What follows belongs to an exercise in optimizing a design on an open flow for small area, a short achievable clock period and few clock cycles per item; a production flow would make more cautious choices. RTL that was checked went through simulation tests only; none was proved equivalent to the original. Only the layout flow was run in run 3; the RTL was not checked for function there.

## flow/design.v

```verilog
`default_nettype none
package mhu_pkg;
    localparam bit PREFIX_ADD = 1'b1;
endpackage
`default_nettype wire
`default_nettype none
module mhu_add
#(
    parameter int W = 8
)
(
    input  wire logic [W-1:0] a,
    input  wire logic [W-1:0] b,
    input  wire logic         cin,
    output logic [W-1:0]      s,
    output logic              z
);
    localparam int LV = (W > 32) ? 6 : (W > 16) ? 5 : (W > 8) ? 4 : (W > 4) ? 3 : (W > 2) ? 2 : 1;
    logic [W-1:0] p0;
    logic [LV:0][W-1:0] g;
    logic [LV:0][W-1:0] p;
    always_comb
    begin
        p0 = a ^ b;
        z = (p0[0] == cin);
        for (int i = 1; i < W; i++)
            z = z & (p0[i] == (a[i-1] | b[i-1]));
        g = '0;
        p = '0;
        s = a + b + W'(cin);
        if (mhu_pkg::PREFIX_ADD)
        begin
        g[0] = a & b;
        g[0][0] = (a[0] & b[0]) | (p0[0] & cin);
        p[0] = p0;
        for (int l = 0; l < LV; l++)
        begin
            for (int i = 0; i < W; i++)
            begin
                if (((i >> l) & 1) != 0)
                begin
                    g[l+1][i] = g[l][i] | (p[l][i] & g[l][((i >> l) << l) - 1]);
                    p[l+1][i] = p[l][i] & p[l][((i >> l) << l) - 1];
                end
                else
                begin
                    g[l+1][i] = g[l][i];
                    p[l+1][i] = p[l][i];
                end
            end
        end
        s[0] = p0[0] ^ cin;
        for (int i = 1; i < W; i++)
            s[i] = p0[i] ^ g[LV][i-1];
        end
    end
endmodule
module mhu_add2c
#(
    parameter int W = 8
)
(
    input  wire logic [W-1:0] a,
    input  wire logic [W-1:0] b,
    input  wire logic         c1,
    input  wire logic         c2,
    output logic [W-1:0]      s,
    output logic              z
);
    logic [W-1:0] ps, pc;
    always_comb
    begin
        ps    = a ^ b;
        ps[0] = a[0] ^ b[0] ^ c2;
        pc    = {a[W-2:0] & b[W-2:0], 1'b0};
        pc[1] = (a[0] & b[0]) | (a[0] & c2) | (b[0] & c2);
    end
    mhu_add #(.W(W)) u_add (.a(ps), .b(pc), .cin(c1), .s(s), .z(z));
endmodule
module mhu_cordic_stage
#(
    parameter int STEP = 0,
    parameter int WXI  = 25,
    parameter int WYI  = 25,
    parameter int WYO  = 25,
    parameter int KE   = 25
)
(
    input  wire logic [WXI-1:0]        x_in,
    input  wire logic signed [WYI-1:0] y_in,
    input  wire logic                  d,
    output logic                       d_out,
    output logic [WXI-1:0]             x_out,
    output logic signed [WYO-1:0]      y_out
);
    localparam int W = ((WXI + 1 > WYI) ? WXI + 1 : WYI) + 1;
    logic signed [W-1:0] xs, ys, dx, dy;
    logic neg, yz;
    logic [KE-1:0] ek;
    logic [WYO-1:0] yb;
    always_comb
    begin
        xs  = $signed({{(W-WXI){1'b0}}, x_in});
        ys  = W'(y_in);
        dx  = ys >>> STEP;
        dy  = xs >>> STEP;
        neg = y_in[WYI-1];
        ek  = dx[KE-1:0] ^ {KE{neg}};
        yb  = dy[WYO-1:0] ^ {WYO{d}};
    end
    mhu_add #(.W(WXI)) u_x (.a(x_in), .b(WXI'(ek)), .cin(neg), .s(x_out), .z());
    mhu_add #(.W(WYO)) u_y (.a(ys[WYO-1:0]), .b(yb), .cin(d), .s(y_out), .z(yz));
    assign d_out = !y_out[WYO-1] && !yz;
endmodule
`default_nettype wire
`default_nettype none
module magnetometer_heading_unpack
(
    input  wire logic              clk,
    input  wire logic              rst_n,
    input  wire logic              in_valid,
    output logic                   in_ready,
    input  wire logic [7:0]        x_high_byte,
    input  wire logic [7:0]        x_low_byte,
    input  wire logic [7:0]        y_high_byte,
    input  wire logic [7:0]        y_low_byte,
    input  wire logic [7:0]        z_high_byte,
    input  wire logic [7:0]        z_low_byte,
    output logic                   out_valid,
    input  wire logic              out_ready,
    output logic signed [15:0]     mag_x,
    output logic signed [15:0]     mag_y,
    output logic signed [15:0]     mag_z,
    output logic [16:0]            heading
);
    logic go;             
    logic ov;             
    logic [14:1] v;       
    assign go = !ov || out_ready;
    logic [15:0] in_x, in_y, in_z, ax, ay;
    logic sx, sy, d_0;
    logic [16:0] x1s, y1p, y1n;
    always_comb begin
        in_x = {x_high_byte, x_low_byte};
        in_y = {y_high_byte, y_low_byte};
        in_z = {z_high_byte, z_low_byte};
        sx = in_x[15];
        sy = in_y[15];
        ax = in_x ^ {16{sx}};    
        ay = in_y ^ {16{sy}};    
        d_0 = sx ? sy : (!sy && (in_y != '0));
    end
    logic y1z;
    mhu_add2c #(.W(17)) u_x1 (.a({1'b0, ax}), .b({1'b0, ay}), .c1(sx), .c2(sy), .s(x1s), .z());
    mhu_add2c #(.W(17)) u_yp (.a({1'b0, ay}), .b({1'b1, ~ax}), .c1(!sx), .c2(sy), .s(y1p), .z(y1z));
    mhu_add2c #(.W(17)) u_yn (.a({1'b0, ax}), .b({1'b1, ~ay}), .c1(!sy), .c2(sx), .s(y1n), .z());
    wire [24:0] c1x_1 = 25'({x1s, 8'd0});
    wire signed [24:0] c1y_1 = 25'({(d_0 ? y1p : y1n), 8'd0});
    wire dn_1 = !c1y_1[24] && !y1z;    
    logic [16:0] r1_x;
    logic signed [16:0] r1_y;
    logic [15:0] r1_mx, r1_my, r1_mz;
    logic r1_dn;    
    logic [0:0] r1_d;
    always_ff @(posedge clk)
        if (go) begin
            r1_x <= c1x_1[24:8];
            r1_y <= c1y_1[24:8];
            r1_dn <= dn_1;
            r1_mx <= in_x; r1_my <= in_y; r1_mz <= in_z;
            r1_d <= {d_0};
        end
    wire [24:0] c2x_1 = {r1_x, 8'd0};
    wire signed [24:0] c2y_1 = {r1_y, 8'd0};
    wire d_1 = r1_dn;
    logic dn_2;
    logic [24:0] c2x_2;
    logic signed [24:0] c2y_2;
    mhu_cordic_stage #(.STEP(1), .WXI(25), .WYI(25), .WYO(25), .KE(23)) u_rot1 (
        .x_in(c2x_1), .y_in(c2y_1), .d(d_1), .d_out(dn_2), .x_out(c2x_2), .y_out(c2y_2));
    logic [17:0] r2_x;
    logic signed [17:0] r2_y;
    logic [15:0] r2_mx, r2_my, r2_mz;
    logic r2_dn;    
    logic [1:0] r2_d;
    always_ff @(posedge clk)
        if (go) begin
            r2_x <= c2x_2[24:7];
            r2_y <= c2y_2[24:7];
            r2_dn <= dn_2;
            r2_mx <= r1_mx; r2_my <= r1_my; r2_mz <= r1_mz;
            r2_d <= {d_1, r1_d};
        end
    wire [24:0] c3x_2 = {r2_x, 7'd0};
    wire signed [24:0] c3y_2 = {r2_y, 7'd0};
    wire d_2 = r2_dn;
    logic dn_3;
    logic [24:0] c3x_3;
    logic signed [23:0] c3y_3;
    mhu_cordic_stage #(.STEP(2), .WXI(25), .WYI(25), .WYO(24), .KE(22)) u_rot2 (
        .x_in(c3x_2), .y_in(c3y_2), .d(d_2), .d_out(dn_3), .x_out(c3x_3), .y_out(c3y_3));
    logic [19:0] r3_x;
    logic signed [18:0] r3_y;
    logic [15:0] r3_mx, r3_my, r3_mz;
    logic r3_dn;    
    logic [2:0] r3_d;
    always_ff @(posedge clk)
        if (go) begin
            r3_x <= c3x_3[24:5];
            r3_y <= c3y_3[23:5];
            r3_dn <= dn_3;
            r3_mx <= r2_mx; r3_my <= r2_my; r3_mz <= r2_mz;
            r3_d <= {d_2, r2_d};
        end
    wire [24:0] c4x_3 = {r3_x, 5'd0};
    wire signed [23:0] c4y_3 = {r3_y, 5'd0};
    wire d_3 = r3_dn;
    logic dn_4;
    logic [24:0] c4x_4;
    logic signed [21:0] c4y_4;
    mhu_cordic_stage #(.STEP(3), .WXI(25), .WYI(24), .WYO(22), .KE(20)) u_rot3 (
        .x_in(c4x_3), .y_in(c4y_3), .d(d_3), .d_out(dn_4), .x_out(c4x_4), .y_out(c4y_4));
    logic [22:0] r4_x;
    logic signed [19:0] r4_y;
    logic [15:0] r4_mx, r4_my, r4_mz;
    logic r4_dn;    
    logic [3:0] r4_d;
    always_ff @(posedge clk)
        if (go) begin
            r4_x <= c4x_4[24:2];
            r4_y <= c4y_4[21:2];
            r4_dn <= dn_4;
            r4_mx <= r3_mx; r4_my <= r3_my; r4_mz <= r3_mz;
            r4_d <= {d_3, r3_d};
        end
    wire [24:0] c5x_4 = {r4_x, 2'd0};
    wire signed [21:0] c5y_4 = {r4_y, 2'd0};
    wire d_4 = r4_dn;
    logic dn_5;
    logic [24:0] c5x_5;
    logic signed [21:0] c5y_5;
    mhu_cordic_stage #(.STEP(4), .WXI(25), .WYI(22), .WYO(22), .KE(17)) u_rot4 (
        .x_in(c5x_4), .y_in(c5y_4), .d(d_4), .d_out(dn_5), .x_out(c5x_5), .y_out(c5y_5));
    logic [24:0] r5_x;
    logic signed [21:0] r5_y;
    logic [15:0] r5_mx, r5_my, r5_mz;
    logic r5_dn;    
    logic [4:0] r5_d;
    always_ff @(posedge clk)
        if (go) begin
            r5_x <= c5x_5[24:0];
            r5_y <= c5y_5[21:0];
            r5_dn <= dn_5;
            r5_mx <= r4_mx; r5_my <= r4_my; r5_mz <= r4_mz;
            r5_d <= {d_4, r4_d};
        end
    wire [24:0] c6x_5 = r5_x;
    wire signed [21:0] c6y_5 = r5_y;
    wire d_5 = r5_dn;
    logic dn_6;
    logic [24:0] c6x_6;
    logic signed [20:0] c6y_6;
    mhu_cordic_stage #(.STEP(5), .WXI(25), .WYI(22), .WYO(21), .KE(16)) u_rot5 (
        .x_in(c6x_5), .y_in(c6y_5), .d(d_5), .d_out(dn_6), .x_out(c6x_6), .y_out(c6y_6));
    logic [24:0] r6_x;
    logic signed [20:0] r6_y;
    logic [15:0] r6_mx, r6_my, r6_mz;
    logic r6_dn;    
    logic [5:0] r6_d;
    always_ff @(posedge clk)
        if (go) begin
            r6_x <= c6x_6[24:0];
            r6_y <= c6y_6[20:0];
            r6_dn <= dn_6;
            r6_mx <= r5_mx; r6_my <= r5_my; r6_mz <= r5_mz;
            r6_d <= {d_5, r5_d};
        end
    wire [24:0] c7x_6 = r6_x;
    wire signed [20:0] c7y_6 = r6_y;
    wire d_6 = r6_dn;
    logic dn_7;
    logic [24:0] c7x_7;
    logic signed [19:0] c7y_7;
    mhu_cordic_stage #(.STEP(6), .WXI(25), .WYI(21), .WYO(20), .KE(14)) u_rot6 (
        .x_in(c7x_6), .y_in(c7y_6), .d(d_6), .d_out(dn_7), .x_out(c7x_7), .y_out(c7y_7));
    logic [24:0] r7_x;
    logic signed [19:0] r7_y;
    logic [15:0] r7_mx, r7_my, r7_mz;
    logic r7_dn;    
    logic [6:0] r7_d;
    always_ff @(posedge clk)
        if (go) begin
            r7_x <= c7x_7[24:0];
            r7_y <= c7y_7[19:0];
            r7_dn <= dn_7;
            r7_mx <= r6_mx; r7_my <= r6_my; r7_mz <= r6_mz;
            r7_d <= {d_6, r6_d};
        end
    wire [24:0] c8x_7 = r7_x;
    wire signed [19:0] c8y_7 = r7_y;
    wire d_7 = r7_dn;
    logic dn_8;
    logic [24:0] c8x_8;
    logic signed [18:0] c8y_8;
    mhu_cordic_stage #(.STEP(7), .WXI(25), .WYI(20), .WYO(19), .KE(12)) u_rot7 (
        .x_in(c8x_7), .y_in(c8y_7), .d(d_7), .d_out(dn_8), .x_out(c8x_8), .y_out(c8y_8));
    logic [24:0] r8_x;
    logic signed [18:0] r8_y;
    logic [15:0] r8_mx, r8_my, r8_mz;
    logic r8_dn;    
    logic [7:0] r8_d;
    always_ff @(posedge clk)
        if (go) begin
            r8_x <= c8x_8[24:0];
            r8_y <= c8y_8[18:0];
            r8_dn <= dn_8;
            r8_mx <= r7_mx; r8_my <= r7_my; r8_mz <= r7_mz;
            r8_d <= {d_7, r7_d};
        end
    wire [24:0] c9x_8 = r8_x;
    wire signed [18:0] c9y_8 = r8_y;
    wire d_8 = r8_dn;
    logic dn_9;
    logic [24:0] c9x_9;
    logic signed [17:0] c9y_9;
    mhu_cordic_stage #(.STEP(8), .WXI(25), .WYI(19), .WYO(18), .KE(10)) u_rot8 (
        .x_in(c9x_8), .y_in(c9y_8), .d(d_8), .d_out(dn_9), .x_out(c9x_9), .y_out(c9y_9));
    logic [24:0] r9_x;
    logic signed [17:0] r9_y;
    logic [15:0] r9_mx, r9_my, r9_mz;
    logic r9_dn;    
    logic [8:0] r9_d;
    always_ff @(posedge clk)
        if (go) begin
            r9_x <= c9x_9[24:0];
            r9_y <= c9y_9[17:0];
            r9_dn <= dn_9;
            r9_mx <= r8_mx; r9_my <= r8_my; r9_mz <= r8_mz;
            r9_d <= {d_8, r8_d};
        end
    wire [24:0] c10x_9 = r9_x;
    wire signed [17:0] c10y_9 = r9_y;
    wire d_9 = r9_dn;
    logic dn_10;
    logic [24:0] c10x_10;
    logic signed [16:0] c10y_10;
    mhu_cordic_stage #(.STEP(9), .WXI(25), .WYI(18), .WYO(17), .KE(8)) u_rot9 (
        .x_in(c10x_9), .y_in(c10y_9), .d(d_9), .d_out(dn_10), .x_out(c10x_10), .y_out(c10y_10));
    logic [24:0] r10_x;
    logic signed [16:0] r10_y;
    logic [15:0] r10_mx, r10_my, r10_mz;
    logic r10_dn;    
    logic [9:0] r10_d;
    always_ff @(posedge clk)
        if (go) begin
            r10_x <= c10x_10[24:0];
            r10_y <= c10y_10[16:0];
            r10_dn <= dn_10;
            r10_mx <= r9_mx; r10_my <= r9_my; r10_mz <= r9_mz;
            r10_d <= {d_9, r9_d};
        end
    wire [24:0] c11x_10 = r10_x;
    wire signed [16:0] c11y_10 = r10_y;
    wire d_10 = r10_dn;
    logic dn_11;
    logic [24:0] c11x_11;
    logic signed [15:0] c11y_11;
    mhu_cordic_stage #(.STEP(10), .WXI(25), .WYI(17), .WYO(16), .KE(6)) u_rot10 (
        .x_in(c11x_10), .y_in(c11y_10), .d(d_10), .d_out(dn_11), .x_out(c11x_11), .y_out(c11y_11));
    logic [24:0] r11_x;
    logic signed [15:0] r11_y;
    logic [15:0] r11_mx, r11_my, r11_mz;
    logic r11_dn;    
    logic [10:0] r11_d;
    always_ff @(posedge clk)
        if (go) begin
            r11_x <= c11x_11[24:0];
            r11_y <= c11y_11[15:0];
            r11_dn <= dn_11;
            r11_mx <= r10_mx; r11_my <= r10_my; r11_mz <= r10_mz;
            r11_d <= {d_10, r10_d};
        end
    wire [24:0] c12x_11 = r11_x;
    wire signed [15:0] c12y_11 = r11_y;
    wire d_11 = r11_dn;
    logic dn_12;
    logic [24:0] c12x_12;
    logic signed [14:0] c12y_12;
    mhu_cordic_stage #(.STEP(11), .WXI(25), .WYI(16), .WYO(15), .KE(4)) u_rot11 (
        .x_in(c12x_11), .y_in(c12y_11), .d(d_11), .d_out(dn_12), .x_out(c12x_12), .y_out(c12y_12));
    logic [24:0] r12_x;
    logic signed [14:0] r12_y;
    logic [15:0] r12_mx, r12_my, r12_mz;
    logic r12_dn;    
    logic [11:7] r12_d;
    logic signed [25:0] r12_p;
    logic signed [25:0] p1;
    logic signed [25:0] pa0;
    always_comb
        case ({r11_d[2], r11_d[1], r11_d[0], r11_mx[15]})
            4'd0: pa0 = -26'sd6545688;
            4'd1: pa0 = 26'sd5250792;
            4'd2: pa0 = -26'sd647448;
            4'd3: pa0 = 26'sd11149032;
            4'd4: pa0 = -26'sd3063754;
            4'd5: pa0 = 26'sd8732726;
            4'd6: pa0 = 26'sd2834486;
            4'd7: pa0 = 26'sd14630966;
            4'd8: pa0 = -26'sd4705930;
            4'd9: pa0 = 26'sd7090550;
            4'd10: pa0 = 26'sd1192310;
            4'd11: pa0 = 26'sd12988790;
            4'd12: pa0 = -26'sd1223996;
            4'd13: pa0 = 26'sd10572484;
            4'd14: pa0 = 26'sd4674244;
            default: pa0 = 26'sd16470724;
        endcase
    logic signed [25:0] pa1;
    always_comb
        case ({r11_d[6], r11_d[5], r11_d[4], r11_d[3]})
            4'd0: pa1 = 26'sd0;
            4'd1: pa1 = 26'sd933890;
            4'd2: pa1 = 26'sd468758;
            4'd3: pa1 = 26'sd1402648;
            4'd4: pa1 = 26'sd234608;
            4'd5: pa1 = 26'sd1168498;
            4'd6: pa1 = 26'sd703366;
            4'd7: pa1 = 26'sd1637256;
            4'd8: pa1 = 26'sd117332;
            4'd9: pa1 = 26'sd1051222;
            4'd10: pa1 = 26'sd586090;
            4'd11: pa1 = 26'sd1519980;
            4'd12: pa1 = 26'sd351940;
            4'd13: pa1 = 26'sd1285830;
            4'd14: pa1 = 26'sd820698;
            default: pa1 = 26'sd1754588;
        endcase
    assign p1 = pa0 + pa1;
    always_ff @(posedge clk)
        if (go) begin
            r12_x <= c12x_12[24:0];
            r12_y <= c12y_12[14:0];
            r12_dn <= dn_12;
            r12_mx <= r11_mx; r12_my <= r11_my; r12_mz <= r11_mz;
            r12_p <= p1;
            r12_d <= {d_11, r11_d[10:7]};
        end
    wire [24:0] c13x_12 = r12_x;
    wire signed [14:0] c13y_12 = r12_y;
    wire d_12 = r12_dn;
    logic dn_13;
    logic [24:0] c13x_13;
    logic signed [13:0] c13y_13;
    mhu_cordic_stage #(.STEP(12), .WXI(25), .WYI(15), .WYO(14), .KE(2)) u_rot12 (
        .x_in(c13x_12), .y_in(c13y_12), .d(d_12), .d_out(dn_13), .x_out(c13x_13), .y_out(c13y_13));
    logic [24:0] r13_x;
    logic signed [13:0] r13_y;
    logic [15:0] r13_mx, r13_my, r13_mz;
    logic r13_dn;    
    logic [12:11] r13_d;
    logic signed [25:0] r13_p;
    logic signed [25:0] p2;
    logic signed [25:0] pb0;
    always_comb
        case ({r12_d[10], r12_d[9], r12_d[8], r12_d[7]})
            4'd0: pb0 = 26'sd0;
            4'd1: pb0 = 26'sd58670;
            4'd2: pb0 = 26'sd29336;
            4'd3: pb0 = 26'sd88006;
            4'd4: pb0 = 26'sd14668;
            4'd5: pb0 = 26'sd73338;
            4'd6: pb0 = 26'sd44004;
            4'd7: pb0 = 26'sd102674;
            4'd8: pb0 = 26'sd7334;
            4'd9: pb0 = 26'sd66004;
            4'd10: pb0 = 26'sd36670;
            4'd11: pb0 = 26'sd95340;
            4'd12: pb0 = 26'sd22002;
            4'd13: pb0 = 26'sd80672;
            4'd14: pb0 = 26'sd51338;
            default: pb0 = 26'sd110008;
        endcase
    assign p2 = r12_p + pb0;
    always_ff @(posedge clk)
        if (go) begin
            r13_x <= c13x_13[24:0];
            r13_y <= c13y_13[13:0];
            r13_dn <= dn_13;
            r13_mx <= r12_mx; r13_my <= r12_my; r13_mz <= r12_mz;
            r13_p <= p2;
            r13_d <= {d_12, r12_d[11]};
        end
    wire [24:0] c14x_13 = r13_x;
    wire signed [13:0] c14y_13 = r13_y;
    wire d_13 = r13_dn;
    logic dn_14;
    logic [24:0] c14x_14;
    logic signed [12:0] c14y_14;
    mhu_cordic_stage #(.STEP(13), .WXI(25), .WYI(14), .WYO(13), .KE(1)) u_rot13 (
        .x_in(c14x_13), .y_in(c14y_13), .d(d_13), .d_out(dn_14), .x_out(c14x_14), .y_out(c14y_14));
    logic [24:0] r14_x;
    logic signed [12:0] r14_y;
    logic [15:0] r14_mx, r14_my, r14_mz;
    logic r14_dn;    
    logic d13_r14;
    logic signed [25:0] r14_tp;    
    logic signed [25:0] tp;
    logic signed [25:0] pc0;
    always_comb
        case ({d_13, r13_d[12], r13_d[11]})
            3'd0: pc0 = 26'sd0;
            3'd1: pc0 = 26'sd3666;
            3'd2: pc0 = 26'sd1834;
            3'd3: pc0 = 26'sd5500;
            3'd4: pc0 = 26'sd916;
            3'd5: pc0 = 26'sd4582;
            3'd6: pc0 = 26'sd2750;
            default: pc0 = 26'sd6416;
        endcase
    assign tp = r13_p + pc0;
    always_ff @(posedge clk)
        if (go) begin
            r14_x <= c14x_14[24:0];
            r14_y <= c14y_14[12:0];
            r14_dn <= dn_14;
            r14_mx <= r13_mx; r14_my <= r13_my; r14_mz <= r13_mz;
            d13_r14 <= d_13;
            r14_tp <= tp;
        end
    wire [24:0] c15x_14 = r14_x;
    wire signed [12:0] c15y_14 = r14_y;
    wire d_14 = r14_dn;
    logic dn_15;
    logic [24:0] c15x_15;
    logic signed [11:0] c15y_15;
    mhu_cordic_stage #(.STEP(14), .WXI(25), .WYI(13), .WYO(12), .KE(1)) u_rot14 (
        .x_in(c15x_14), .y_in(c15y_14), .d(d_14), .d_out(dn_15), .x_out(c15x_15), .y_out(c15y_15));
    logic signed [25:0] tc0, tc1, tc2, tc3;
    logic signed [17:0] s0, s1;
    logic [16:0] h_next;
    logic zero, up;
    always_comb begin
        tc0 = r14_tp + (d_14 ? 26'sd458 : 26'sd0);
        tc1 = r14_tp + (d_14 ? 26'sd714 : 26'sd256);
        tc2 = r14_tp + (d_14 ? 26'sd23593418 : 26'sd23592960);
        tc3 = r14_tp + (d_14 ? 26'sd23593674 : 26'sd23593216);
        s0 = tc0[25:8];
        s1 = tc1[25:8];
        zero = (r14_mx == '0) && (r14_my == '0);
        up = dn_15 && (tc0[7:0] >= 8'd26);
        if (zero) h_next = '0;
        else if (up) h_next = s1[17] ? tc3[24:8] : tc1[24:8];
        else h_next = s0[17] ? tc2[24:8] : tc0[24:8];
    end
    logic [15:0] o_x, o_y, o_z;
    logic [16:0] o_h;
    always_ff @(posedge clk or negedge rst_n)
        if (!rst_n) begin
            v  <= '0;
            ov <= 1'b0;
        end else if (go) begin
            v  <= {v[13:1], in_valid};
            ov <= v[14];
        end
    always_ff @(posedge clk)
        if (go) begin
            o_x <= r14_mx; o_y <= r14_my; o_z <= r14_mz; o_h <= h_next;
        end
    assign in_ready  = go;
    assign out_valid = ov;
    assign mag_x     = $signed(o_x);
    assign mag_y     = $signed(o_y);
    assign mag_z     = $signed(o_z);
    assign heading   = o_h;
endmodule
`default_nettype wire
```

## flow/run.sh

```bash
#!/bin/bash
# synth_recipe.tcl (not shown) runs the flow's synth.tcl, then flattens the netlist and writes it again
# the make line also repeats each setting of config.mk as NAME=value (left out here)
make -C /OpenROAD-flow-scripts/flow DESIGN_CONFIG=/design/flow/config.mk WORK_HOME=/design/flow/orfs CLKGATE_MAP_FILE= SYNTH_SCRIPT=/design/flow/synth_recipe.tcl finish
```

## flow/config.mk

```make
export PLATFORM = sky130hd
export DESIGN_NAME = magnetometer_heading_unpack
export DESIGN_NICKNAME = magnetometer_heading_unpack
export VERILOG_FILES = /design/flow/design.v
export SDC_FILE = /design/flow/constraint.sdc
export NUM_CORES = 4
export LEC_CHECK = 0
export CAP_MARGIN = 20
export CORE_MARGIN = 2
export CORE_UTILIZATION = 60
export CTS_BUF_LIST = sky130_fd_sc_hd__clkbuf_16
export CTS_CLUSTER_DIAMETER = 80
export CTS_CLUSTER_SIZE = 25
export SETUP_SLACK_MARGIN = 2.35
export SLEW_MARGIN = 20
```

## flow/constraint.sdc

```tcl
create_clock -name core_clock -period 6.0 [get_ports {clk}]
set_input_delay 1.2000 -clock core_clock [delete_from_list [all_inputs] [get_ports {clk}]]
set_output_delay 1.2000 -clock core_clock [all_outputs]
set_load 0.01 [all_outputs]
```

==> results of run 1 <==
==> cell type report <==
class	count	share of cell area, %
Inverter	723	3.08
Multi-Input combinational cell	3821	37.2
Timing Repair Buffer	241	2.61
Sequential cell	1528	51.3
Clock inverter	66	0.907
Clock buffer	85	2.41
Tap cell	1768	2.51
==> routing by layer <==
layer / vias to the layer above / global-route usage (%) / part of all wire, %
met5: - / 0 / 0
met4: 0 / 5.13 / 1.9
met3: 163 / 2.34 / 3.4
met2: 642 / 38.2 / 49
met1: 21600 / 31.0 / 46
li1: 22000 / - / -
==> cells in the mapped netlist (24+ instances only) <==
cell type,instances
edfxtp_1,1461
ha_1,748
inv_1,722
xor2_1,642
xnor2_1,477
nor2_1,262
nand2_1,210
a21oi_1,208
o21ai_0,151
nand3_1,104
fa_1,102
nor3_1,86
a21o_1,74
nand4_1,67
o21a_1,62
clkbuf_1,59
nand2b_1,54
dfxtp_1,52
nor4_1,52
nor2b_1,50
mux2i_1,49
and3_1,43
a211oi_1,29
and2_1,28
a31oi_1,25
o21bai_1,24
==> cell families (layout without fill, tap and decap cells) <==
group / count (synthesis) / after routing
flip-flops: 1528 / 1528
XOR/XNOR: 1120 / 1120
AND/OR/NAND/NOR: 1037 / 1037
adder cells (fa/ha/maj): 852 / 852
buffers and inverters: 810 / 1115
AO/OA/AOI/OAI: 742 / 742
multiplexers: 70 / 70
==> stage by stage <==
step / cell area [sq um] / hold slack [ps] / worst slack (ps) / cells
final: 88300 / 407 / 2400 / 8232
after global routing: 88300 / 409 / 2320 / 8232
after CTS: 87400 / 391 / 2330 / 8193
after detailed placement: 83800 / 405 / 779 / 7997
after global placement: 83800 / 400 / 685 / 7997
after floorplan: 80400 / 400 / -18430 / 6159
==> flip-flops by register name, summed over array words and instances (netlist names), 19 cells and up <==
name	cells
r10_x	25
r11_x	25
r12_p	25
r12_x	25
r13_p	25
r13_x	25
r14_tp	25
r5_x	25
r6_x	25
r7_x	25
r8_x	25
r9_x	25
r4_x	23
r5_y	22
r6_y	21
pa1	20
r3_x	20
r4_y	20
r7_y	20
r3_y	19
r8_y	19
==> worst register-to-register path: stages (launching register included) <==
cell      delay, ps
edfxtp_1        410
buf_6           170
xor2_2          180
inv_1            60
ha_1            320
a2111o_1        420
a31oi_1         230
o21ai_2         110
and4_4          220
o21a_4          270
or4_4           470
a2111o_1        430
o21ai_1         120
==> how the worst max path moves through the flow <==
stage | startpoint | endpoint | slack, ps | depth (start not counted)
CTS | x_low_byte[0] | r1_y[15] | 2330 | 14
floorplan | out_ready | o_h[0] | -18430 | 6
finish | x_high_byte[0] | r1_y[16] | 2400 | 10
global placement | x_high_byte[7] | r1_y[15] | 690 | 13
detailed placement | x_high_byte[7] | r1_y[15] | 780 | 13
global route | y_high_byte[7] | r1_y[15] | 2320 | 13
==> repair_timing <==
item	4_1_cts	5_1_grt
gates resized for setup	94	118
gates cloned	0	1
setup buffers	45	37
setup endpoints to repair	123	106
pin swaps	19	34
==> run_results.csv, run 1 <==
group,metric,value,unit
clock_network,cts_buffers,85,
worst_setup_path,cp_top_family,"compound AO/OA/AOI/OAI gates",
worst_setup_path,r2r_cells,12,
hold_path,hp-start,"r7_d[1]",
worst_setup_path,path_buf_inv,1,
synthesis,synth_nets,7061,
sta,fmax,0.278,GHz
worst_setup_path,cp.required,6460,ps
floorplan,die_h,370,microns
clock_network,cts_sinks,1528,
final_layout,fin_nets,7302,
clock_network,ctsHoldBuffers,0,
synthesis,synth-compound-area-share,6.04,%
synthesis,synthMuxAreaShare,0.905,%
global_routing,grt_max_degree,211,
global_routing,grt_pass1_wl,240,mm
detailed_routing,wl,153,mm
floorplan,initial_core_util,60.3,%
floorplan,dieArea,0.137,sq mm
final_layout,layout_common_cells,"1461 x edfxtp_1, 740 x inv_1, 738 x ha_1",
synthesis,synthSimpleGateAreaFrac,6.44,%
sta,layout_min_cycle_time,3600,ps
synthesis,yosys.area.top_type_share,54.6,%
floorplan,core,0.133,sq mm
detailed_routing,vias,44300,
global_routing,grt_pass1_vias,43700,
job,maxCapViolations,0,
hold_path,whs_endpoint,"r8_d[1]",
worst_setup_path,cpPeakStageDelay,580,ps
synthesis,syn_area,0.0803,sq mm
synthesis,yosysWarnings,29,
detailed_routing,dr.pass1.iters,5,
floorplan,rows,134,
final_layout,final_common_cell,"edfxtp_1",
synthesis,synthXorXnorAreaFrac,12.2,%
worst_setup_path,timing.rr.end,"o_h[10]",
sta,slew_violations,0,
placement,gp_congestion,0.860,
synthesis,synth-main-ff-cell,"edfxtp_1",
detailed_routing,avgRoutedWirePerCell,18.6,microns
clock_network,cts_tree,"built",
synthesis,synthDistinctLibCells,84,
worst_setup_path,arrival,4060,ps
final_layout,fin_util,66.3,%
sta,finalSetupViolations,0,
final_layout,seqCellArea,0.0453,sq mm
synthesis,synthArstFlopShare,0.982,%
worst_setup_path,end_kind,"register",
sta,hold_viol,0,
sta,tightestPinTransition,1080,ps
synthesis,synthCells,6159,
clock_network,worst_skew_pair.late_latency,730,ps
synthesis,yosys.area_share.adder,14.2,%
synthesis,ys_seq_area_share,56.4,%
synthesis,synth_edf_count,1461,
final_layout,syn2layout_area_growth,9.87,%
final_layout,multi_input_area,0.0328,sq mm
synthesis,ys_seq_elements,1528,
worst_setup_path,path_cells,"clkdlybuf4s50_1 -> xnor2_2 -> ha_2 -> ha_1 -> and3_1 -> a31oi_4 -> o211ai_1 -> a21oi_2 -> or3_1 -> a32o_2",
global_routing,gr-total-overflow,0,
final_layout,nFillCells,9828,
clock_network,htree_levels,3,
worst_setup_path,start_kind,"input pin",
worst_setup_path,crit_fanout,4,
final_layout,drive_gt1_share,6.78,%
sta,relSlewSlack,27.6,%
detailed_routing,ant_nets,0,
clock_network,cts_buffer_depth,3,
global_routing,grtUsageTotal,22.3,%
detailed_routing,viasPerCell,5.38,
global_routing,antenna_found_initial,1,
sta,fin_skew,36.6,ps
hold_path,worstHoldPathCells,0,
run_status,run_status,"complete, no violations",
clock_network,root_buffer,"clkbuf_16",
sta,fin_tns_setup,0,ps
hold_path,hp-class,"reg2reg",
placement,io_buffers,118,
floorplan,fp.dieW,370,microns
synthesis,synth_top_family_by_area,"adder cells",
clock_network,clkTransAtPathRegs,90,ps
worst_setup_path,crit_type,"in2reg",
placement,hpwl,115,mm
final_layout,diodes,0,
sta,period_share,59.9,%
worst_setup_path,r2r-start,"r14_dn",
worst_setup_path,rrSetupSlack,2420,ps
worst_setup_path,slowest_stage,"clkdlybuf4s50_1",
sta,rsz0062_at_grt,"true",
synthesis,syn_avg_cell_area,13.0,sq um
floorplan,io_pins,119,
detailed_routing,drcViolationCount,0,
detailed_routing,drtIter0Drc,2833,
synthesis,synthTopCellsByArea,"edfxtp_1 55%, ha_1 12%, xor2_1 7.0%",
synthesis,post-synth-top-area-cell,"edfxtp_1",
Testbench counts, summed over its fixed seeds: cycles 16,120, items 16,000.
==> inputs of run 2 (changes only) <==
--- a/flow/config.mk
+++ b/flow/config.mk
@@ -11,5 +11,5 @@
 export CTS_BUF_LIST = sky130_fd_sc_hd__clkbuf_16
 export CTS_CLUSTER_DIAMETER = 80
 export CTS_CLUSTER_SIZE = 25
-export SETUP_SLACK_MARGIN = 2.35
+export SETUP_SLACK_MARGIN = 2.2
 export SLEW_MARGIN = 20
==> run 2 against run 1 <==
Core utilization shrank 0.29 points. Die area is the same. Fmax decreased by 4.1%. Non-clock buffer count decreased by 20. Via count decreased by 0.21%. First-iteration DRC count shrank 1.8%. Critical endpoint is now o_h[10]. Largest cell class unchanged. Highest routed layer unchanged.
==> run_results.csv, run 2 <==
group,metric,value,unit
placement,gp_congestion,0.860,
synthesis,syn_avg_cell_area,13.0,sq um
final_layout,multi_input_area,0.0325,sq mm
sta,fin_skew,40.0,ps
placement,hpwl,115,mm
detailed_routing,ant_nets,0,
detailed_routing,dr.pass1.iters,5,
worst_setup_path,r2r-start,"r14_dn",
synthesis,yosys.area.top_type_share,54.6,%
floorplan,die_h,370,microns
clock_network,cts_buffers,85,
run_status,run_status,"complete, no violations",
synthesis,ys_seq_area_share,56.4,%
worst_setup_path,end_kind,"register",
detailed_routing,viasPerCell,5.39,
floorplan,rows,134,
final_layout,syn2layout_area_growth,9.39,%
sta,slew_violations,0,
detailed_routing,drcViolationCount,0,
sta,relSlewSlack,25.0,%
placement,preCtsSetupSlack,779,ps
worst_setup_path,crit_fanout,10,
synthesis,netlist_top_cells_count,"1461 x edfxtp_1, 748 x ha_1, 722 x inv_1",
synthesis,synthTopCellsByArea,"edfxtp_1 55%, ha_1 12%, xor2_1 7.0%",
worst_setup_path,cpPeakStageDelay,590,ps
sta,whs,405,ps
hold_path,whs_endpoint,"r8_d[1]",
worst_setup_path,path_cells,"buf_6 -> xor2_2 -> inv_1 -> ha_1 -> a2111o_1 -> a31oi_1 -> o21ai_1 -> and4_4 -> o21a_4 -> or4_4 -> a2111o_1 -> o21ai_1",
worst_setup_path,r2r_cells,12,
synthesis,synth_edf_count,1461,
final_layout,seqCellArea,0.0453,sq mm
final_layout,layout_common_cells,"1461 x edfxtp_1, 740 x inv_1, 740 x ha_1",
synthesis,synth-main-ff-cell,"edfxtp_1",
detailed_routing,wl_met1,70.2,mm
clock_network,clkTransAtPathRegs,90,ps
synthesis,synthMostInstantiatedCell,"edfxtp_1",
sta,fmax,0.267,GHz
worst_setup_path,slowest_stage,"or4_4",
worst_setup_path,rrSetupSlack,2250,ps
floorplan,initial_core_util,60.3,%
sta,period_share,62.5,%
synthesis,synth_nets,7061,
worst_setup_path,crit_type,"reg2reg",
clock_network,worst_skew_pair.late_latency,730,ps
detailed_routing,met2_length,74.6,mm
worst_setup_path,arrival,4300,ps
hold_path,hp-start,"r7_d[1]",
global_routing,grt_pass1_wl,238,mm
worst_setup_path,cp.required,6550,ps
sta,fin_tns_setup,0,ps
placement,place_inst,7997,
final_layout,final_common_cell,"edfxtp_1",
clock_network,htree_levels,3,
floorplan,dieArea,0.137,sq mm
synthesis,syn_area,0.0803,sq mm
global_routing,gr-total-overflow,0,
clock_network,root_buffer,"clkbuf_16",
synthesis,synthDistinctLibCells,84,
clock_network,cts_tree,"built",
final_layout,final_cell_count_no_fill,8212,
clock_network,ctsHoldBuffers,0,
sta,hold_viol,0,
hold_path,hp-class,"reg2reg",
synthesis,synthCells,6159,
worst_setup_path,start_kind,"register",
synthesis,yosysWarnings,29,
detailed_routing,vias,44200,
final_layout,drive_gt1_share,5.80,%
sta,rsz0062_at_grt,"true",
worst_setup_path,timing.rr.end,"o_h[10]",
synthesis,post-synth-top-area-cell,"edfxtp_1",
clock_network,cts_buffer_depth,3,
synthesis,synthArstFlopShare,0.982,%
sta,layout_min_cycle_time,3750,ps
floorplan,io_pins,119,
job,maxCapViolations,0,
clock_network,cts_sinks,1528,
global_routing,grtUsageTotal,22.2,%
synthesis,ys_seq_elements,1528,
global_routing,grt_max_degree,211,
global_routing,grt_pass1_vias,43500,
final_layout,nFillCells,9842,
detailed_routing,wl,152,mm
sta,tightestPinTransition,1090,ps
detailed_routing,drtIter0Drc,2783,
global_routing,antenna_found_initial,1,
detailed_routing,dr_wl_met3,4.57,mm
floorplan,fp.dieW,370,microns
floorplan,core,0.133,sq mm
worst_setup_path,crit_start,"r14_dn",
sta,setup_ws,2250,ps
detailed_routing,top_layer,"met4",
final_layout,fin_nets,7282,
hold_path,worstHoldPathCells,0,
detailed_routing,avgRoutedWirePerCell,18.5,microns
sta,finalSetupViolations,0,
placement,io_buffers,118,
final_layout,diodes,0,
[run 2: cell counts after synthesis]
No cell type changed its count.
[run 2: critical path, delay by kind of cell (launching register included)]
family	cells	cell delay [ps]
compound gates	6	1600
simple gates	2	820
flops	1	410
fa+ha+maj	1	320
buf+inv	2	230
xor+xnor	1	170
[run 2: layout make-up]
| type | count | share of cell area (%) |
|---|---|---|
| Sequential cell | 1528 | 51.5 |
| Multi-Input combinational cell | 3821 | 37.0 |
| Inverter | 723 | 3.09 |
| Tap cell | 1768 | 2.52 |
| Timing Repair Buffer | 221 | 2.49 |
| Clock buffer | 85 | 2.42 |
| Clock inverter | 66 | 0.911 |
[run 2: worst max path at each step]
stage               cells past startpoint  slack, ps        to
floorplan                               6     -18430    o_h[0]
global placement                       13        690  r1_y[15]
detailed placement                     13        780  r1_y[15]
CTS                                    13       2130  r1_y[15]
global route                           13       2120  r1_y[15]
finish                                 12       2250   o_h[10]
[run 2: what timing repair did]
action / 4_1_cts / 5_1_grt
pin swaps: 8 / 18
setup endpoints to repair: 87 / 94
gates resized for setup: 54 / 78
setup buffers: 25 / 38
endpoints found under the hold margin: 0 / 0
cloned: 0 / 0
[run 2: logic make-up (layout without fill, tap and decap cells)]
group	Yosys count	in the layout	synth area share, %
and+or+nand+nor	1037	1037	6.44
AOI/OAI and AO/OA	742	742	6.04
DFF	1528	1528	56.4
muxes	70	70	0.905
xor gates and xnor gates	1120	1120	12.2
adders and majority gates	852	852	14.2
buffers and inverters	810	1095	3.80
[run 2: metrics by stage]
stage	util (%)	instance area (sq um)
floorplan	-	80400
global placement	62.9	83800
detailed placement	62.9	83800
CTS	65.4	87100
global route	66.0	87900
finish	66.0	87900
[run 2: layer usage]
layer,GRT usage [%],vias up
li1,-,21900
met1,30.9,21500
met2,37.9,614
met3,2.25,158
met4,5.25,0
met5,0,-
==> inputs of run 3 (changes only) <==
--- a/flow/design.v
+++ b/flow/design.v
@@ -395,9 +395,10 @@
     logic [11:7] r12_d;
     logic signed [25:0] r12_p;
     logic signed [25:0] p1;
+    wire d0_re = r11_mx[15] ? r11_my[15] : (!r11_my[15] && (r11_my != '0));
     logic signed [25:0] pa0;
     always_comb
-        case ({r11_d[2], r11_d[1], r11_d[0], r11_mx[15]})
+        case ({r11_d[2], r11_d[1], d0_re, r11_mx[15]})
             4'd0: pa0 = -26'sd6545688;
             4'd1: pa0 = 26'sd5250792;
             4'd2: pa0 = -26'sd647448;
--- a/flow/config.mk
+++ b/flow/config.mk
@@ -11,5 +11,5 @@
 export CTS_BUF_LIST = sky130_fd_sc_hd__clkbuf_16
 export CTS_CLUSTER_DIAMETER = 80
 export CTS_CLUSTER_SIZE = 25
-export SETUP_SLACK_MARGIN = 2.2
+export SETUP_SLACK_MARGIN = 2.5
 export SLEW_MARGIN = 20
==> run 3 against run 2 <==
Still clean. Cell area is 1.4% higher. Worst setup slack better by 92 ps. Cell count is 0.99% lower. Critical path depth is 3 higher. Clock skew is 12 ps higher. Critical endpoint is now r1_y[15]. Largest cell class unchanged.
==> run_results.csv, run 3 <==
group,metric,value,unit
detailed_routing,dr.pass1.iters,5,
final_layout,drive_gt1_share,11.0,%
global_routing,grt_max_degree,188,
detailed_routing,drcViolationCount,0,
detailed_routing,drtIter0Drc,2458,
clock_network,htree_levels,3,
global_routing,met2_usage,39.2,%
worst_setup_path,end_kind,"register",
synthesis,synthDistinctLibCells,84,
sta,rsz0062_at_grt,"true",
floorplan,die_h,367,microns
global_routing,grt_pass1_vias,43500,
worst_setup_path,timing.rr.end,"o_h[8]",
final_layout,fin_nets,7227,
worst_setup_path,start_kind,"input pin",
global_routing,grt_pass1_wl,238,mm
sta,fin_skew,51.9,ps
sta,hold_viol,0,
synthesis,yosys.area.top_type_share,55.1,%
synthesis,synthArstFlopShare,0.999,%
synthesis,synthCells,5992,
final_layout,layout_common_cells,"1450 x edfxtp_1, 711 x inv_1, 704 x ha_1",
floorplan,io_pins,119,
worst_setup_path,path_cells,"buf_8 -> buf_8 -> xnor2_4 -> xor2_2 -> ha_2 -> fa_2 -> a21o_1 -> a21o_1 -> a2111oi_4 -> o311a_1 -> a21oi_2 -> a211o_1 -> a31oi_1 -> xnor2_1 -> mux2i_1",
synthesis,synth-main-ff-cell,"edfxtp_1",
global_routing,top_usage_layer,"met2",
synthesis,synthTopCellsByArea,"edfxtp_1 55%, ha_1 12%, xor2_1 7.1%",
floorplan,dieArea,0.135,sq mm
floorplan,initial_core_util,60.3,%
placement,place_area,0.0824,sq mm
synthesis,post-synth-top-area-cell,"edfxtp_1",
synthesis,netlist_top_cells_count,"1450 x edfxtp_1, 749 x ha_1, 719 x inv_1",
sta,period_share,61.0,%
final_layout,diodes,0,
detailed_routing,ant_nets,0,
synthesis,ys_seq_elements,1501,
job,maxCapViolations,0,
run_status,run_status,"complete, no violations",
floorplan,rows,133,
sta,relSlewSlack,27.3,%
global_routing,antenna_found_initial,1,
synthesis,synth_edf_count,1450,
synthesis,syn_avg_cell_area,13.2,sq um
clock_network,worst_skew_pair.late_latency,730,ps
sta,fin_tns_setup,0,ps
detailed_routing,viasPerCell,5.37,
final_layout,final_common_cell,"edfxtp_1",
synthesis,ys_seq_area_share,56.5,%
sta,tightestPinTransition,1090,ps
worst_setup_path,r2r-start,"r14_dn",
clock_network,cts_buffer_depth,3,
global_routing,grt_use_met3,2.28,%
synthesis,yosysWarnings,29,
worst_setup_path,cpPeakStageDelay,390,ps
clock_network,cts_buffers,86,
clock_network,cts_sinks,1501,
clock_network,clkTransAtPathRegs,90,ps
worst_setup_path,cp_top_family,"compound AO/OA/AOI/OAI gates",
worst_setup_path,path_buf_inv,2,
worst_setup_path,r2r_cells,11,
worst_setup_path,crit_cells,15,
worst_setup_path,arrival,4100,ps
worst_setup_path,crit_start,"x_high_byte[7]",
detailed_routing,wl,153,mm
final_layout,nFillCells,9399,
global_routing,grtUsageTotal,22.5,%
final_layout,syn2layout_area_growth,12.8,%
sta,whs,414,ps
synthesis,syn_area,0.0790,sq mm
clock_network,root_buffer,"clkbuf_16",
sta,fmax,0.273,GHz
detailed_routing,avgRoutedWirePerCell,18.8,microns
worst_setup_path,crit_fanout,4,
clock_network,cts_tree,"built",
placement,hpwl,112,mm
placement,preCtsSetupSlack,474,ps
placement,gp_congestion,0.866,
synthesis,synthMostInstantiatedCell,"edfxtp_1",
clock_network,ctsHoldBuffers,0,
global_routing,met1_usage,29.9,%
floorplan,core,0.131,sq mm
sta,slew_violations,0,
synthesis,synth_nets,6895,
placement,io_buffers,118,
worst_setup_path,crit_type,"in2reg",
sta,layout_min_cycle_time,3660,ps
worst_setup_path,rrSetupSlack,2400,ps
final_layout,stdcell_area,0.0891,sq mm
floorplan,fp.dieW,367,microns
global_routing,gr-total-overflow,0,
sta,finalSetupViolations,0,
worst_setup_path,cp.required,6440,ps
sta,setup_ws,2340,ps
detailed_routing,vias,43600,
worst_setup_path,crit_path_end,"r1_y[15]",
worst_setup_path,slowest_stage,"fa_2",
hold_path,hp-class,"reg2reg",
-- run 3: worst min path at each step --
| stage | startpoint | endpoint | slack [ps] | depth (start not counted) |
|---|---|---|---|---|
| floorplan | r14_mz[0] | o_z[0] | 400 | 0 |
| global placement | r4_mz[7] | r5_mz[7] | 400 | 0 |
| detailed placement | r9_d[8] | r10_d[8] | 400 | 0 |
| CTS | r1_mx[4] | r2_mx[4] | 400 | 0 |
| global route | r1_mx[6] | r2_mx[6] | 410 | 0 |
| finish | r12_mz[5] | r13_mz[5] | 410 | 0 |
-- run 3: layer usage --
| metal | share of wire, % | vias up |
|---|---|---|
| li1 | - | 21400 |
| met1 | 44 | 21400 |
| met2 | 50 | 604 |
| met3 | 3.1 | 208 |
| met4 | 2.9 | 0 |
| met5 | 0 | - |
-- run 3: what timing repair did --
action	in CTS	in global routing
endpoints found under the setup margin	199	123
resized for setup	275	209
setup buffers	115	48
gates cloned	3	1
pin swaps	103	96
-- run 3: layout make-up --
cell class	count	area [sq um]	area share (%)
tap	1755	2200	2.47
timing repair buffer	325	3140	3.53
sequential	1501	44600	50.1
inverter	719	2710	3.04
clock buffer	87	2180	2.44
multi-input combinational	3691	33500	37.6
clock inverter	53	694	0.780
-- run 3: stage by stage --
step / instances / utilization (%)
after floorplan: 5992 / -
after global placement: 7824 / 62.9
after detailed placement: 7824 / 62.9
after CTS: 8082 / 66.9
after global routing: 8131 / 68.0
final: 8131 / 68.0
-- run 3: logic make-up after synthesis --
group                    after synthesis  synth area share, %
AO/OA/AOI/OAI                        675                 5.53
flip-flops                          1501                 56.5
AND/OR/NAND/NOR                      967                 6.22
multiplexers                          65                0.879
buffers and inverters                801                 3.82
XOR/XNOR                            1130                 12.5
adder cells (fa/ha/maj)              853                 14.5

-- afterwards: timing with drivers on the ports --
No port has a modelled driver above. Below, the same layouts with a new extraction and two added sets of constraints. Step 1: set_driving_cell puts a clkbuf_16 on clk and a buf_2 on each other input, an assumption about the parent block. Step 2, shift: input delay + t, output delay - t, t = (earliest + latest rising clock arrival at the registers) / 2. This alone moves slack from input paths to output paths. Slacks: no drivers / after step 1 / after step 2; pairs: no drivers / after step 1.
| run | t (ns) | slack for setup (ns) | slew at the worst register clock pin (ns) |
|---|---|---|---|
| run 1 | 0.791 | 2.404 / 2.407 / 1.644 | 0.10 / 0.10 |
| run 2 | 0.789 | 2.250 / 2.242 / 1.543 | 0.10 / 0.10 |
| run 3 | 0.782 | 2.342 / 2.379 / 1.597 | 0.10 / 0.10 |
After both steps every run listed still meets setup and hold. The setup slack of run 1, which loses most, moves by +0.003 ns with the drivers and by -0.760 ns with both steps.
